This is an optimization exercise on Yosys and OpenROAD, whose aim is small area, a short achievable clock period and few clock cycles per item, not a production implementation. For this run, only the layout was checked, not whether the RTL still works. Power and IR drop assume default switching activity.

===== config.mk =====
export PLATFORM = sky130hd
export DESIGN_NAME = edge_period_tachometer
export DESIGN_NICKNAME = edge_period_tachometer
export VERILOG_FILES = /design/flow/design.v
export SDC_FILE = /design/flow/constraint.sdc
export NUM_CORES = 4
export LEC_CHECK = 0
export CAP_MARGIN = 20
export CORE_MARGIN = 2
export CORE_UTILIZATION = 40
export SETUP_SLACK_MARGIN = 4.0
export SLEW_MARGIN = 20

===== constraint.sdc =====
create_clock -name core_clock -period 7.0 [get_ports {clk}]
set_input_delay 1.4000 -clock core_clock [delete_from_list [all_inputs] [get_ports {clk}]]
set_output_delay 1.4000 -clock core_clock [all_outputs]
set_load 0.01 [all_outputs]

===== design.v =====
`default_nettype none
package etach_pkg;
	localparam int SPAN_W      = 17;
	localparam int RATE_W      = 20;
	localparam int REV_W       = 20;
	localparam int ELAPSED_W   = 24;
	localparam int PADDR_W     = 3;
	localparam int PDATA_W     = 32;
	localparam logic [SPAN_W-1:0]    SPAN_RESET  = 17'd65535;
	localparam logic [RATE_W-1:0]    RATE_RESET  = 20'd62500;
	localparam logic [REV_W-1:0]     REV_MAX     = 20'd1000000;
	localparam logic [ELAPSED_W-1:0] ELAPSED_MAX = 24'hFFFFFF;
	localparam logic REG_SPAN = 1'b0;
	localparam logic REG_RATE = 1'b1;
	localparam logic OP_OVERFLOW = 1'b0;
	localparam logic OP_EDGE     = 1'b1;
	typedef struct packed {
		logic channel;
		logic ovf_sat;
	} meas_tag_t;
endpackage
`default_nettype wire
`default_nettype none
module etach_fifo #(
	parameter int WIDTH = 8,
	parameter int DEPTH = 2
) (
	input  wire              clk,
	input  wire              arst_n,
	input  wire              push,
	input  wire  [WIDTH-1:0] wdata,
	input  wire              pop,
	output logic [WIDTH-1:0] rdata,
	output logic             full,
	output logic             empty
);
	localparam int PTR_W = (DEPTH > 1) ? $clog2(DEPTH) : 1;
	localparam int CNT_W = $clog2(DEPTH + 1);
	logic [WIDTH-1:0] mem_q [DEPTH];
	logic [PTR_W-1:0] wr_ptr_q;
	logic [PTR_W-1:0] rd_ptr_q;
	logic [CNT_W-1:0] count_q;
	assign full  = (count_q == CNT_W'(DEPTH));
	assign empty = (count_q == '0);
	assign rdata = mem_q[rd_ptr_q];
	always_ff @(posedge clk) begin
		if (push) begin
			mem_q[wr_ptr_q] <= wdata;
		end
	end
	always_ff @(posedge clk or negedge arst_n) begin
		if (!arst_n) begin
			wr_ptr_q <= '0;
			rd_ptr_q <= '0;
			count_q  <= '0;
		end else begin
			if (push) begin
				wr_ptr_q <= (wr_ptr_q == PTR_W'(DEPTH - 1)) ? '0 : wr_ptr_q + 1'b1;
			end
			if (pop) begin
				rd_ptr_q <= (rd_ptr_q == PTR_W'(DEPTH - 1)) ? '0 : rd_ptr_q + 1'b1;
			end
			if (push && !pop) begin
				count_q <= count_q + 1'b1;
			end else if (pop && !push) begin
				count_q <= count_q - 1'b1;
			end
		end
	end
endmodule
`default_nettype wire
`default_nettype none
import etach_pkg::*;
module etach_front #(
	parameter int CAPTURE_BITS  = 16,
	parameter int OVERFLOW_BITS = 8
) (
	input  wire                      clk,
	input  wire                      arst_n,
	input  wire                      in_valid,
	output logic                     in_ready,
	input  wire                      operation,
	input  wire                      channel,
	input  wire  [CAPTURE_BITS-1:0]  capture,
	input  wire                      p_take,       
	input  wire                      p_idle_next,  
	output logic                     f_meas,
	output logic                     m_channel,
	output logic                     m_ovf_sat,
	output logic [OVERFLOW_BITS-1:0] m_ovf,
	output logic [CAPTURE_BITS:0]    m_diff        
);
	localparam logic [OVERFLOW_BITS-1:0] OVF_MAX = {OVERFLOW_BITS{1'b1}};
	logic                     f_valid_q;
	logic                     f_ch_q;
	logic                     f_sat_q;
	logic [OVERFLOW_BITS-1:0] f_ovf_q;
	logic [CAPTURE_BITS:0]    f_diff_q;
	logic                     in_ready_q;
	logic [CAPTURE_BITS-1:0]  last_q [2];
	logic [OVERFLOW_BITS-1:0] ovf_q  [2];
	logic [1:0]               seen_q;
	logic                     accept;
	logic                     acc_meas;
	logic                     f_valid_next;
	assign in_ready  = in_ready_q;
	assign accept    = in_valid && in_ready_q;
	assign acc_meas  = accept && (operation == OP_EDGE) && seen_q[channel];
	assign f_meas    = f_valid_q;
	assign m_channel = f_ch_q;
	assign m_ovf     = f_ovf_q;
	assign m_ovf_sat = f_sat_q;
	assign m_diff    = f_diff_q;
	assign f_valid_next = acc_meas || (f_valid_q && !p_take);
	always_ff @(posedge clk or negedge arst_n) begin
		if (!arst_n) begin
			f_valid_q  <= 1'b0;
			in_ready_q <= 1'b1;
			seen_q     <= '0;
		end else begin
			f_valid_q  <= f_valid_next;
			in_ready_q <= !f_valid_next || p_idle_next;
			if (accept && (operation == OP_EDGE)) begin
				seen_q[channel] <= 1'b1;
			end
		end
	end
	always_ff @(posedge clk) begin
		if (acc_meas) begin
			f_ch_q   <= channel;
			f_sat_q  <= (ovf_q[channel] == OVF_MAX);
			f_ovf_q  <= ovf_q[channel];
			f_diff_q <= {1'b0, capture} - {1'b0, last_q[channel]};
		end
		if (accept) begin
			for (int c = 0; c < 2; c++) begin
				if (operation == OP_OVERFLOW) begin
					if (ovf_q[c] != OVF_MAX) begin
						ovf_q[c] <= ovf_q[c] + 1'b1;
					end
				end else if (channel == c[0]) begin
					last_q[c] <= capture;
					ovf_q[c]  <= '0;
				end
			end
		end
	end
endmodule
`default_nettype wire
`default_nettype none
import etach_pkg::*;
module etach_back #(
	parameter int CAPTURE_BITS  = 16,
	parameter int OVERFLOW_BITS = 8
) (
	input  wire                                 clk,
	input  wire                                 arst_n,
	input  wire  [etach_pkg::SPAN_W-1:0]        counter_span,
	input  wire  [etach_pkg::RATE_W-1:0]        rate_numerator,
	input  wire                                 f_meas,
	input  wire                                 m_channel,
	input  wire                                 m_ovf_sat,
	input  wire  [OVERFLOW_BITS-1:0]            m_ovf,
	input  wire  [CAPTURE_BITS:0]               m_diff,
	output logic                                p_take,
	output logic                                p_idle_next,
	output logic                                out_valid,
	input  wire                                 out_ready,
	output logic                                result_channel,
	output logic [etach_pkg::REV_W-1:0]         revolutions,
	output logic [etach_pkg::ELAPSED_W-1:0]     elapsed_ticks,
	output logic                                saturated
);
	localparam int ACC_W = 26;   
	localparam int SP_W  = SPAN_W + OVERFLOW_BITS - 1;
	localparam int BL_W  = 5;
	function automatic logic [BL_W-1:0] msb24(input logic [23:0] v);
		logic [31:0] w;
		logic [15:0] a;
		logic [7:0]  b;
		logic [3:0]  c;
		logic [1:0]  d;
		logic [4:0]  p;
		w    = {8'd0, v};
		p[4] = |w[31:16];
		a    = p[4] ? w[31:16] : w[15:0];
		p[3] = |a[15:8];
		b    = p[3] ? a[15:8] : a[7:0];
		p[2] = |b[7:4];
		c    = p[2] ? b[7:4] : b[3:0];
		p[1] = |c[3:2];
		d    = p[1] ? c[3:2] : c[1:0];
		p[0] = d[1];
		msb24 = p;
	endfunction
	logic [RATE_W-1:0] rm1;
	logic [BL_W-1:0]   blr_q;      
	logic [BL_W-1:0]   blr1_q;     
	logic              rnz_q;      
	logic              rbig_q;     
	assign rm1 = rate_numerator - 1'b1;
	always_ff @(posedge clk) begin
		blr_q  <= (rm1 == '0) ? BL_W'(0) : msb24(24'(rm1)) + 1'b1;
		blr1_q <= (rm1 == '0) ? BL_W'(1) : msb24(24'(rm1)) + 2'd2;
		rnz_q  <= (rate_numerator != '0);
		rbig_q <= (rate_numerator > REV_MAX);
	end
	logic                     p_idle_q, p_mul_q, p_rdy_q;
	logic                     p_ch_q, p_sat_q;
	logic [ACC_W-1:0]         p_acc_q;
	logic [SP_W-1:0]          p_sp_q;
	logic [OVERFLOW_BITS-1:0] p_ovf_q;
	logic [3:0]               p_m_q;
	logic                     p_zero_q, p_one_q, p_big_q;
	logic                     p_load;
	logic                     p_norm;
	logic                     d_take;
	logic                     d_take_c;
	logic [ACC_W-1:0]         m_acc;
	assign m_acc  = {{(ACC_W-CAPTURE_BITS-1){m_diff[CAPTURE_BITS]}}, m_diff};
	assign p_take = p_idle_q || (p_rdy_q && d_take_c);
	assign p_load = f_meas && p_take;
	assign p_norm = p_mul_q && (p_ovf_q == '0);
	assign p_idle_next = !p_load && p_take;
	logic [ACC_W-1:0] n_v;
	logic             n_neg, n_big, n_zero, n_one, n_div;
	logic [BL_W-1:0]  n_p;
	logic [BL_W:0]    n_dd;
	logic [3:0]       n_m;
	always_comb begin
		n_v    = p_load ? m_acc : p_acc_q;
		n_neg  = n_v[ACC_W-1];
		n_big  = !n_neg && n_v[ACC_W-2];
		n_p    = msb24(n_v[23:0]);
		n_zero = n_neg || (!n_big && (n_v[23:0] == '0));
		n_one  = !n_neg && !n_big && (n_v[23:0] == 24'd1);
		n_dd   = {1'b0, blr1_q} - {1'b0, n_p};
		n_div  = !n_neg && !n_big && rnz_q && (n_p != '0) && ({1'b0, n_p} < {1'b0, blr_q});
		n_m    = n_div ? n_dd[4:1] : 4'd0;
	end
	always_ff @(posedge clk or negedge arst_n) begin
		if (!arst_n) begin
			p_idle_q <= 1'b1;
			p_mul_q  <= 1'b0;
			p_rdy_q  <= 1'b0;
		end else begin
			if (p_load) begin
				p_idle_q <= 1'b0;
				p_mul_q  <= (m_ovf != '0);
				p_rdy_q  <= (m_ovf == '0);
			end else if (p_rdy_q && d_take) begin
				p_idle_q <= 1'b1;
				p_rdy_q  <= 1'b0;
			end else if (p_norm) begin
				p_mul_q  <= 1'b0;
				p_rdy_q  <= 1'b1;
			end
		end
	end
	always_ff @(posedge clk) begin
		if (p_load) begin
			p_ch_q  <= m_channel;
			p_sat_q <= m_ovf_sat;
			p_acc_q <= m_acc;
			p_sp_q  <= SP_W'(counter_span);
			p_ovf_q <= m_ovf;
		end else begin
			p_acc_q <= p_acc_q + (p_ovf_q[0] ? ACC_W'(p_sp_q) : ACC_W'(0))
			                   + (p_ovf_q[1] ? ACC_W'({p_sp_q, 1'b0}) : ACC_W'(0));
			p_sp_q  <= p_sp_q << 2;
			p_ovf_q <= p_ovf_q >> 2;
		end
		p_m_q    <= n_m;
		p_zero_q <= n_zero;
		p_one_q  <= n_one;
		p_big_q  <= n_big;
	end
	logic              d_idle_q, d_run_q, d_done_q;
	logic              d_ch_q, d_sat_q;
	logic [23:0]       d_t_q;
	logic [21:0]       d_t3_q;
	logic [RATE_W-1:0] d_rem_q;
	logic [RATE_W-1:0] d_q_q;
	logic [RATE_W-1:0] d_qp_q;
	logic [3:0]        d_j_q;
	logic [1:0]        d_nb_q;
	logic              out_free;
	logic              d_last;
	logic              d_xfer;
	logic              d_load;
	logic              d_load_s;
	logic [23:0]       h_t;
	logic [RATE_W-1:0] h_rem;
	logic [RATE_W-1:0] h_qp;
	logic [3:0]        h_mm1;
	logic [3:0]        nb_idx;
	assign h_t   = p_zero_q ? 24'd0 : (p_big_q ? ELAPSED_MAX : p_acc_q[23:0]);
	assign h_mm1 = p_m_q - 4'd1;
	assign h_rem = rm1 >> {p_m_q, 1'b0};
	always_comb begin
		if (p_zero_q) begin
			h_qp = REV_MAX;
		end else if (p_one_q) begin
			h_qp = rbig_q ? REV_MAX : rate_numerator;
		end else begin
			h_qp = RATE_W'(rnz_q);
		end
	end
	logic [22:0]       s_sh, s_1, s_2, s_3;
	logic [1:0]        s_dig;
	logic [RATE_W-1:0] s_rem;
	logic [RATE_W-1:0] s_q, s_qp;
	always_comb begin
		s_sh = {1'b0, d_rem_q, d_nb_q};
		s_1  = s_sh - {3'b0, d_t_q[19:0]};
		s_2  = s_sh - {2'b0, d_t_q[19:0], 1'b0};
		s_3  = s_sh - {1'b0, d_t3_q};
		if (!s_3[22]) begin
			s_dig = 2'd3;
			s_rem = s_3[RATE_W-1:0];
		end else if (!s_2[22]) begin
			s_dig = 2'd2;
			s_rem = s_2[RATE_W-1:0];
		end else if (!s_1[22]) begin
			s_dig = 2'd1;
			s_rem = s_1[RATE_W-1:0];
		end else begin
			s_dig = 2'd0;
			s_rem = s_sh[RATE_W-1:0];
		end
		s_q  = {d_q_q[RATE_W-3:0], s_dig};
		s_qp = (s_dig == 2'd3) ? {d_qp_q[RATE_W-3:0], 2'b00}
		                       : {d_q_q[RATE_W-3:0], s_dig + 2'd1};
	end
	logic              out_valid_q;
	logic              out_ch_q;
	logic [REV_W-1:0]  out_rev_q;
	logic [23:0]       out_el_q;
	logic              out_sat_q;
	assign out_free = !out_valid_q || out_ready;
	assign d_last   = d_run_q && (d_j_q == 4'd0);
	assign d_xfer   = (d_last || d_done_q) && out_free;
	assign d_take   = d_idle_q || d_xfer;
	assign d_take_c = d_idle_q || ((d_last || d_done_q) && !out_valid_q);
	assign d_load   = p_rdy_q && d_take;
	assign d_load_s = p_rdy_q && (d_idle_q || d_last || d_done_q);
	assign nb_idx   = d_load_s ? h_mm1 : d_j_q - 4'd1;
	always_ff @(posedge clk or negedge arst_n) begin
		if (!arst_n) begin
			d_idle_q    <= 1'b1;
			d_run_q     <= 1'b0;
			d_done_q    <= 1'b0;
			out_valid_q <= 1'b0;
		end else begin
			if (d_load) begin
				d_idle_q <= 1'b0;
				d_run_q  <= (p_m_q != 4'd0);
				d_done_q <= (p_m_q == 4'd0);
			end else if (d_xfer) begin
				d_idle_q <= 1'b1;
				d_run_q  <= 1'b0;
				d_done_q <= 1'b0;
			end else if (d_last) begin
				d_run_q  <= 1'b0;
				d_done_q <= 1'b1;
			end
			if (d_xfer) begin
				out_valid_q <= 1'b1;
			end else if (out_ready) begin
				out_valid_q <= 1'b0;
			end
		end
	end
	always_ff @(posedge clk) begin
		if (d_load) begin
			d_ch_q  <= p_ch_q;
			d_sat_q <= p_sat_q || p_big_q || p_zero_q || (p_one_q && rbig_q);
			d_t_q   <= h_t;
			d_t3_q  <= 22'(p_acc_q[19:0]) + {1'b0, p_acc_q[19:0], 1'b0};
			d_qp_q  <= h_qp;
		end else if (d_run_q) begin
			d_qp_q  <= s_qp;
		end
		if (d_load_s) begin
			d_rem_q <= h_rem;
			d_q_q   <= '0;
			d_j_q   <= h_mm1;
		end else begin
			d_rem_q <= s_rem;
			d_q_q   <= s_q;
			d_j_q   <= d_j_q - 4'd1;
		end
		d_nb_q <= 2'(rm1 >> {nb_idx, 1'b0});
		if (d_xfer) begin
			out_ch_q  <= d_ch_q;
			out_rev_q <= d_run_q ? s_qp : d_qp_q;
			out_el_q  <= d_t_q;
			out_sat_q <= d_sat_q;
		end
	end
	assign out_valid      = out_valid_q;
	assign result_channel = out_ch_q;
	assign revolutions    = out_rev_q;
	assign elapsed_ticks  = out_el_q;
	assign saturated      = out_sat_q;
endmodule
`default_nettype wire
`default_nettype none
import etach_pkg::*;
module edge_period_tachometer #(
	parameter int CHANNELS      = 2,
	parameter int CAPTURE_BITS  = 16,
	parameter int OVERFLOW_BITS = 8
) (
	input  wire                                 clk,
	input  wire                                 arst_n,
	input  wire                                 psel,
	input  wire                                 penable,
	input  wire                                 pwrite,
	input  wire  [etach_pkg::PADDR_W-1:0]       paddr,
	input  wire  [etach_pkg::PDATA_W-1:0]       pwdata,
	output logic [etach_pkg::PDATA_W-1:0]       prdata,
	output logic                                pready,
	input  wire                                 in_valid,
	output logic                                in_ready,
	input  wire                                 operation,
	input  wire                                 channel,
	input  wire  [CAPTURE_BITS-1:0]             capture,
	output logic                                out_valid,
	input  wire                                 out_ready,
	output logic                                result_channel,
	output logic [etach_pkg::REV_W-1:0]         revolutions,
	output logic [etach_pkg::ELAPSED_W-1:0]     elapsed_ticks,
	output logic                                saturated
);
	logic [SPAN_W-1:0]        span_q;
	logic [RATE_W-1:0]        rate_q;
	logic [RATE_W-1:0]        rdata_q;
	logic                     cfg_wr;
	logic                     p_take;
	logic                     p_idle_next;
	logic                     f_meas;
	logic                     m_channel;
	logic                     m_ovf_sat;
	logic [OVERFLOW_BITS-1:0] m_ovf;
	logic [CAPTURE_BITS:0]    m_diff;
	assign pready = 1'b1;
	assign cfg_wr = psel && penable && pwrite;
	always_ff @(posedge clk or negedge arst_n) begin
		if (!arst_n) begin
			span_q <= SPAN_RESET;
			rate_q <= RATE_RESET;
		end else if (cfg_wr) begin
			case (paddr[2])
				REG_SPAN: span_q <= pwdata[SPAN_W-1:0];
				REG_RATE: rate_q <= pwdata[RATE_W-1:0];
				default: begin
				end
			endcase
		end
	end
	always_ff @(posedge clk) begin
		case (paddr[2])
			REG_SPAN: rdata_q <= RATE_W'(span_q);
			default:  rdata_q <= rate_q;
		endcase
	end
	assign prdata = PDATA_W'(rdata_q);
	etach_front #(
		.CAPTURE_BITS  (CAPTURE_BITS),
		.OVERFLOW_BITS (OVERFLOW_BITS)
	) u_front (
		.clk         (clk),
		.arst_n      (arst_n),
		.in_valid    (in_valid),
		.in_ready    (in_ready),
		.operation   (operation),
		.channel     (channel),
		.capture     (capture),
		.p_take      (p_take),
		.p_idle_next (p_idle_next),
		.f_meas      (f_meas),
		.m_channel   (m_channel),
		.m_ovf_sat   (m_ovf_sat),
		.m_ovf       (m_ovf),
		.m_diff      (m_diff)
	);
	etach_back #(
		.CAPTURE_BITS  (CAPTURE_BITS),
		.OVERFLOW_BITS (OVERFLOW_BITS)
	) u_back (
		.clk            (clk),
		.arst_n         (arst_n),
		.counter_span   (span_q),
		.rate_numerator (rate_q),
		.f_meas         (f_meas),
		.m_channel      (m_channel),
		.m_ovf_sat      (m_ovf_sat),
		.m_ovf          (m_ovf),
		.m_diff         (m_diff),
		.p_take         (p_take),
		.p_idle_next    (p_idle_next),
		.out_valid      (out_valid),
		.out_ready      (out_ready),
		.result_channel (result_channel),
		.revolutions    (revolutions),
		.elapsed_ticks  (elapsed_ticks),
		.saturated      (saturated)
	);
endmodule
`default_nettype wire

===== run.sh =====
#!/bin/bash
# synth_recipe.tcl (not shown) runs the flow's synth.tcl, then flattens the netlist and writes it again
# the make line also repeats each setting of config.mk as NAME=value (left out here)
make -C /OpenROAD-flow-scripts/flow DESIGN_CONFIG=/design/flow/config.mk WORK_HOME=/design/flow/orfs CLKGATE_MAP_FILE= SYNTH_SCRIPT=/design/flow/synth_recipe.tcl finish

==> run summary <==
-- power by group --
| group | switching [mW] | internal (mW) | total (mW) |
|---|---|---|---|
| Combinational | 2.52 | 2.46 | 4.98 |
| Clock | 0.979 | 1.48 | 2.46 |
| Sequential | 0.464 | 2.71 | 3.18 |
| Total | 3.97 | 6.65 | 10.6 |
-- layer usage --
metal  wire, µm  track usage (%)  part of all wire, %
met1      28100             28.0                   43
met2      32700             39.1                   49
met3       2820             2.80                  4.3
met4       2460             8.57                  3.7
met5          0                0                    0
-- worst max-delay path: stages (launching register included) --
cell and delay (ps):
dfxtp_4 390, buf_6 140, buf_6 130, nand2_4 50, fa_1 530, inv_2 60, ha_4 160, or3_4 380
or3_1 320, o31a_1 370, a21oi_2 200, a211o_1 190, o21ai_2 90, a21oi_2 150, mux2i_1 190, a21oi_1 50
-- logic make-up (layout without fill, tap and decap cells) --
family,count (synthesis),after routing,synth area share [%]
xor gates and xnor gates,115,115,4.49
muxes,135,135,6.88
buffers and inverters,260,570,4.67
DFF,380,380,42.8
adders and majority gates,167,167,10.3
and+or+nand+nor,737,739,16.1
AOI/OAI and AO/OA,512,515,14.8
other,2,14,0.0335
-- flip-flops by register name, indices dropped and copies added (netlist names), 22 cells and up --
| signal | count |
|---|---|
| u_back.out_el_q | 24 |
| u_back.d_t_q | 24 |
| u_back.p_sp_q | 24 |
| u_back.p_acc_q | 26 |
| u_back.d_t3_q | 22 |
| u_front.last_q | 32 |
-- metrics by stage --
step / cell area (µm²) / worst slack (ps) / utilization [%]
6_report: 29900 / 3460 / 54.1
5_1_grt: 29900 / 3360 / 54.1
4_1_cts: 28400 / 3470 / 51.3
3_5_place_dp: 24500 / 1750 / 44.4
3_3_place_gp: 24500 / 1840 / 44.3
2_1_floorplan: 22900 / 2940 / -
-- repair_timing --
action	in CTS	in global routing
endpoints found under the setup margin	220	191
setup buffers	118	69
pin swaps	119	117
gates resized for setup	281	205
cloned	13	3
-- final timing paths --
path	end	slack, ps	from
setup / recovery	u_back.p_acc_q[25]$_DFF_P_	3460	u_back.p_ovf_q[1]$_DFF_P_
hold reg to reg	u_back.p_ch_q$_DFFE_PN_	420	u_front.f_ch_q$_DFFE_PP_
hold / removal	u_back.p_ch_q$_DFFE_PN_	420	u_front.f_ch_q$_DFFE_PP_
max in group asynchronous	u_back.p_rdy_q$_DFFE_PN0P_	5570	arst_n
setup reg to reg	u_back.p_acc_q[25]$_DFF_P_	3460	u_back.p_ovf_q[1]$_DFF_P_
min in group asynchronous	rate_q[8]$_DFFE_PN0P_	930	arst_n
-- final cells by class --
cell class	instances	area (µm²)	share of cell area, %
multi-input cells	1684	13800	46.3
flip-flops and latches	380	9640	32.2
repair buffers	324	3300	11.0
clock buffers	62	1240	4.15
well taps	748	936	3.13
inverters	163	623	2.08
clock inverters	20	323	1.08
repair inverters	1	7.51	0.0251
diodes	1	2.50	0.00837
-- synth_stat cells (all sizes together) (30+ instances only) --
master	instances
nor3	43
nand3	39
nand2	222
and2	47
dfxtp	161
nor2b	30
clkbuf	68
a211oi	30
ha	137
mux2	71
xor2	50
inv	163
o21ai	123
edfxtp	171
xnor2	65
nor2	204
a21o	41
mux2i	56
a21oi	137
==> flow_summary.ini <==
[run_status]
status = timing/DRC/antenna clean

[logic_synthesis]
syn-instance-count = 2308
yosys.area.top_type = edfxtp_1
synth_area_um2 = 22400
synth-seq-area-share_pct = 42.8
synth_edf_count = 171
ys_ff_latch = 380
netlist.area_leader.share_pct = 22.9
netlist_top_cells_area = edfxtp_1 (23%), dfxtp_1 (14%), ha_1 (7.6%)
avgSynthCellArea_um2 = 9.72
ys_warn_count = 5
synth_ff_type = edfxtp_1
yosys.cell_types.count = 95
async_reset_ff_share_pct = 12.6

[sta]
max_slew_margin_pct = 33.0
tns_ps = 0
whs_ps = 421
rsz0062_at_grt = yes
max_freq_mhz = 282
report.final.setup_viol = 0
finalHoldViolCount = 0
slew_violations = 0
post-route-min-period_ps = 3540
final.setup_skew_ps = 18.2
tightestPinTransition_ps = 1000
period_share_pct = 50.6

[clocking]
cts_tree = done
clockRootBuffer = clkbuf_16
numCtsBuffers = 44
clkSinkCount = 380
clk_pin_slew_worst_paths_ps = 60
clockBufferDepth = 3
htree_levels = 2
clk-insertion-delay-late_ps = 590
postCtsHoldBufs = 0

[critical_path]
rr_worst_depth = 15
cp.arrival_ps = 4000
start_kind = flop
required_ps = 7460
worstPathMaxFanout = 6
crit_type = flop to flop
cp-end-kind = flop

[hold_path]
min_path_type = flop to flop
hold_depth = 0

[finish]
fin_cells = 3383
final_cell_mix = nand2_1 (203), nor2_1 (195), edfxtp_1 (171)
areaGrowthSynthToFinish_pct = 33.3
num-fill-cells = 4754
drive_gt1_share_pct = 28.6
final_common_cell = nand2_1
nNetsFinal = 2824

[placement]
io_buffers = 113
place_inst = 3097
dp_hpwl_um = 44300
gp_congestion = 0.932

[floorplan]
num_rows = 86
die_x_um = 241
core_area_um2 = 55300
die_height_um = 241
io_pins = 141
die_area_um2 = 58000
start_util_pct = 40.6

[grt]
grt_first_pass_wirelength_um = 101000
grt_usage_pct = 22.3
grt_start_max_net_pins = 53
antenna_found_initial = 0
overflow = 0
first_global_vias = 18301

[route]
drt_iter0_drc = 1147
drt-total-wl_um = 66100
wl_per_cell_um = 19.5
drc_errors = 0
dr.pass1.iters = 6
viasPerCell = 5.44
vias = 18415
ant_nets = 0

[power_and_ir_drop]
p_leak_nw = 12.2
vdd_drop_max_uv = 194
power_density_nw_per_um2 = 355
p_total_mw = 10.6

[job]
cap_violations = 0

[re-timing with driven ports]
The flow's constraints put no driver on any port. The routed layout listed below was extracted and timed again, unchanged, in two steps. Step 1: set_driving_cell puts a clkbuf_16 on clk and a buf_2 on each other input, an assumption about the parent block. Step 2, shift: input delay + t, output delay - t, t = (earliest + latest rising clock arrival at the registers) / 2. This alone moves slack from input paths to output paths. Three values: ideal, step 1, step 2; two values: the first two.
t (ns): 0.639
setup WS [ns]: 3.457 / 3.457 / 2.903
worst hold slack (ns): 0.421 / 0.421 / 0.421
worst setup path at the end: input to register
pins driven straight from the clock port: 1
After both steps this run still meets setup and hold. For this run, drivers alone change the setup slack by 0.000 ns; drivers and shift together by -0.554 ns.
